Source: an optimization exercise on an open RTL-to-GDS flow (aim: small area, a short achievable clock period and few clock cycles per item). Production flows keep margins and buffers that such runs may drop.
In this exercise RTL edits were held to simulation tests only and were not proved equivalent to the original.

==> 05-05: inputs <==
==> flow/design.v <==
module cpu16_mem_rd3 (
  input  logic [2:0] wl,
  input  logic [2:0] d,
  output logic       y_n
);
  assign y_n = ~|(wl & d);
endmodule
module cpu16_mem_responder #(
  parameter int unsigned DEPTH       = 256,
  parameter int unsigned WAIT_STATES = 0
) (
  input  logic        clk,
  input  logic        reset_n,
  input  logic [15:0] ins_rd_addr,
  input  logic        ins_rd_req,
  output logic [15:0] ins_rd_data,
  output logic        ins_rd_rdy,
  input  logic [15:0] dat_rw_addr,
  input  logic [15:0] dat_wr_data,
  input  logic        dat_rd_req,
  input  logic        dat_wr_req,
  output logic [15:0] dat_rd_data,
  output logic        dat_rd_rdy,
  output logic        dat_wr_rdy
);
  localparam int unsigned AW = $clog2(DEPTH);
  localparam int unsigned NG = (DEPTH + 2) / 3;    
  logic [15:0]      mem [DEPTH];
  logic [3*NG-1:0]  iwl, dwl;        
  logic [15:0]      ins_word, dat_word;
  logic [NG-1:0]    ig_n [16];
  logic [NG-1:0]    dg_n [16];
  always_comb begin
    iwl = '0;
    dwl = '0;
    for (int w = 0; w < DEPTH; w++) begin
      iwl[w] = (ins_rd_addr[AW-1:0] == AW'(w));
      dwl[w] = (dat_rw_addr[AW-1:0] == AW'(w));
    end
  end
  for (genvar b = 0; b < 16; b++) begin : g_bit
    for (genvar g = 0; g < NG; g++) begin : g_grp
      logic [2:0] d;
      for (genvar k = 0; k < 3; k++) begin : g_k
        if (3*g + k < DEPTH) begin : g_w
          assign d[k] = mem[3*g+k][b];
        end else begin : g_pad
          assign d[k] = 1'b0;
        end
      end
      cpu16_mem_rd3 u_i (.wl(iwl[3*g +: 3]), .d(d), .y_n(ig_n[b][g]));
      cpu16_mem_rd3 u_d (.wl(dwl[3*g +: 3]), .d(d), .y_n(dg_n[b][g]));
    end
    assign ins_word[b] = ~&ig_n[b];
    assign dat_word[b] = ~&dg_n[b];
  end
  always_ff @(posedge clk) begin
    if (!reset_n) begin
      ins_rd_rdy <= 1'b0;
      dat_rd_rdy <= 1'b0;
      dat_wr_rdy <= 1'b0;
    end else begin
      ins_rd_rdy <= ins_rd_req;
      dat_rd_rdy <= dat_rd_req & ~dat_wr_req;
      dat_wr_rdy <= dat_wr_req;
    end
  end
  always_ff @(posedge clk) begin
    ins_rd_data <= ins_word;
    dat_rd_data <= dat_word;
  end
  always_ff @(posedge clk) begin
    for (int w = 0; w < DEPTH; w++)
      if (reset_n && dat_wr_req && dwl[w]) mem[w] <= dat_wr_data;
  end
endmodule
==> flow/run.sh <==
#!/bin/bash
# synth_recipe.tcl (not shown) runs the flow's synth.tcl, then flattens the netlist and writes it again
# the make line also repeats each setting of config.mk as NAME=value (left out here)
make -C /OpenROAD-flow-scripts/flow DESIGN_CONFIG=/design/flow/config.mk WORK_HOME=/design/flow/orfs CLKGATE_MAP_FILE= SYNTH_SCRIPT=/design/flow/synth_recipe.tcl finish
==> flow/config.mk <==
export PLATFORM = sky130hd
export DESIGN_NAME = cpu16_mem_responder
export DESIGN_NICKNAME = cpu16_mem_responder
export VERILOG_FILES = /design/flow/design.v
export SDC_FILE = /design/flow/constraint.sdc
export NUM_CORES = 4
export LEC_CHECK = 0
export CAP_MARGIN = 20
export CORE_MARGIN = 2
export CORE_UTILIZATION = 60
export SETUP_SLACK_MARGIN = 3.2
export SLEW_MARGIN = 20
export SYNTH_HIERARCHICAL = 1
export SYNTH_MEMORY_MAX_BITS = 8192
==> flow/constraint.sdc <==
create_clock -name core_clock -period 6.0 [get_ports {clk}]
set_input_delay 1.2000 -clock core_clock [delete_from_list [all_inputs] [get_ports {clk}]]
set_output_delay 1.2000 -clock core_clock [all_outputs]
set_load 0.01 [all_outputs]
==> 03-15: changes against 05-05 <==
==> flow/design.v, changed modules only <==
module cpu16_mem_responder #(
  parameter int unsigned DEPTH       = 256,
  parameter int unsigned WAIT_STATES = 0
) (
  input  logic        clk,
  input  logic        reset_n,
  input  logic [15:0] ins_rd_addr,
  input  logic        ins_rd_req,
  output logic [15:0] ins_rd_data,
  output logic        ins_rd_rdy,
  input  logic [15:0] dat_rw_addr,
  input  logic [15:0] dat_wr_data,
  input  logic        dat_rd_req,
  input  logic        dat_wr_req,
  output logic [15:0] dat_rd_data,
  output logic        dat_rd_rdy,
  output logic        dat_wr_rdy
);
  localparam int unsigned AW = $clog2(DEPTH);
  logic [15:0]      mem [DEPTH];
  logic [DEPTH-1:0] iwl, dwl;        
  logic [15:0]      ins_word, dat_word;
  always_comb begin
    for (int w = 0; w < DEPTH; w++) begin
      iwl[w] = (ins_rd_addr[AW-1:0] == AW'(w));
      dwl[w] = (dat_rw_addr[AW-1:0] == AW'(w));
    end
    ins_word = '0;
    dat_word = '0;
    for (int w = 0; w < DEPTH; w++) begin
      ins_word = ins_word | ({16{iwl[w]}} & mem[w]);
      dat_word = dat_word | ({16{dwl[w]}} & mem[w]);
    end
  end
  always_ff @(posedge clk) begin
    if (!reset_n) begin
      ins_rd_rdy <= 1'b0;
      dat_rd_rdy <= 1'b0;
      dat_wr_rdy <= 1'b0;
    end else begin
      ins_rd_rdy <= ins_rd_req;
      dat_rd_rdy <= dat_rd_req & ~dat_wr_req;
      dat_wr_rdy <= dat_wr_req;
    end
  end
  always_ff @(posedge clk) begin
    ins_rd_data <= ins_word;
    dat_rd_data <= dat_word;
  end
  always_ff @(posedge clk) begin
    for (int w = 0; w < DEPTH; w++)
      if (reset_n && dat_wr_req && dwl[w]) mem[w] <= dat_wr_data;
  end
endmodule
// module cpu16_mem_rd3 removed
CORE_UTILIZATION = 40   (was 60)
SETUP_SLACK_MARGIN = not set   (was 3.2)
SYNTH_HIERARCHICAL = not set   (was 1)
==> comparison table <==
|  | 05-05 | 03-15 |
|---|---|---|
| Result of the run | complete, no violations | aborted with a tool error |
| Stage where the flow stopped | - | 5_1_grt |
| Placer Congestion | 1.03 | 1.49 |
| Gate count after technology mapping | 8811 | 12.3k |
| Placed wire-length estimate | 418000 µm | 1270000 µm |
| Row Count | 190 | 244 |
| YS warnings | 11 | 2 |
| Num CTS Buffers | 413 | 455 |
| Share of the yosys chip area belonging to registers | 76.8% | 69.9% |
| Share of the synthesized area in the top cell type | 76.4% | 69.5% |
| Instance count after placement with tap cells included | 13.2k | 19.3k |
| Compound-gate portion of the synthesized area | 17.1% | 19.1% |
| Die Span Y | 522 µm | 669 µm |
| Post-synthesis cell area | 161000 µm² | 177000 µm² |
| Starting utilization of the core area | 60.2% | 40.1% |
| Worst Setup Slack post-DPL | 10.2 ps | -142 ps |
| Mean cell area of the mapped netlist | 18.3 µm² | 14.4 µm² |
| Post-cts resize count | 1041 | 0 |
Testbench counts of 05-05, summed over its fixed seeds: cycles 3,200, items 6,400.
Testbench counts of 03-15, summed over its fixed seeds: cycles 3,200, items 6,400.

-- separate check: timing with driven ports --
No port has a modelled driver above. Below, the same layout with a new extraction and two added sets of constraints. Step 1, drivers: a clkbuf_16 drives clk and a buf_2 each remaining input, both assumed. Step 2, shift: input delay + t, output delay - t, t = (earliest + latest rising clock arrival at the registers) / 2. This alone moves slack from input paths to output paths. a / b / c = ideal ports / drivers / drivers and shift; a / b = the first two.
run: 05-05
shift t [ns]: 1.098
slack for setup (ns): 1.912 / 1.944 / 0.846
worst setup path after step 2: input to register
worst slew at a driven data input, ns: 0.22
After both steps setup and hold are still met in 05-05. For 05-05, drivers alone change the setup slack by +0.032 ns; drivers and shift together by -1.066 ns.
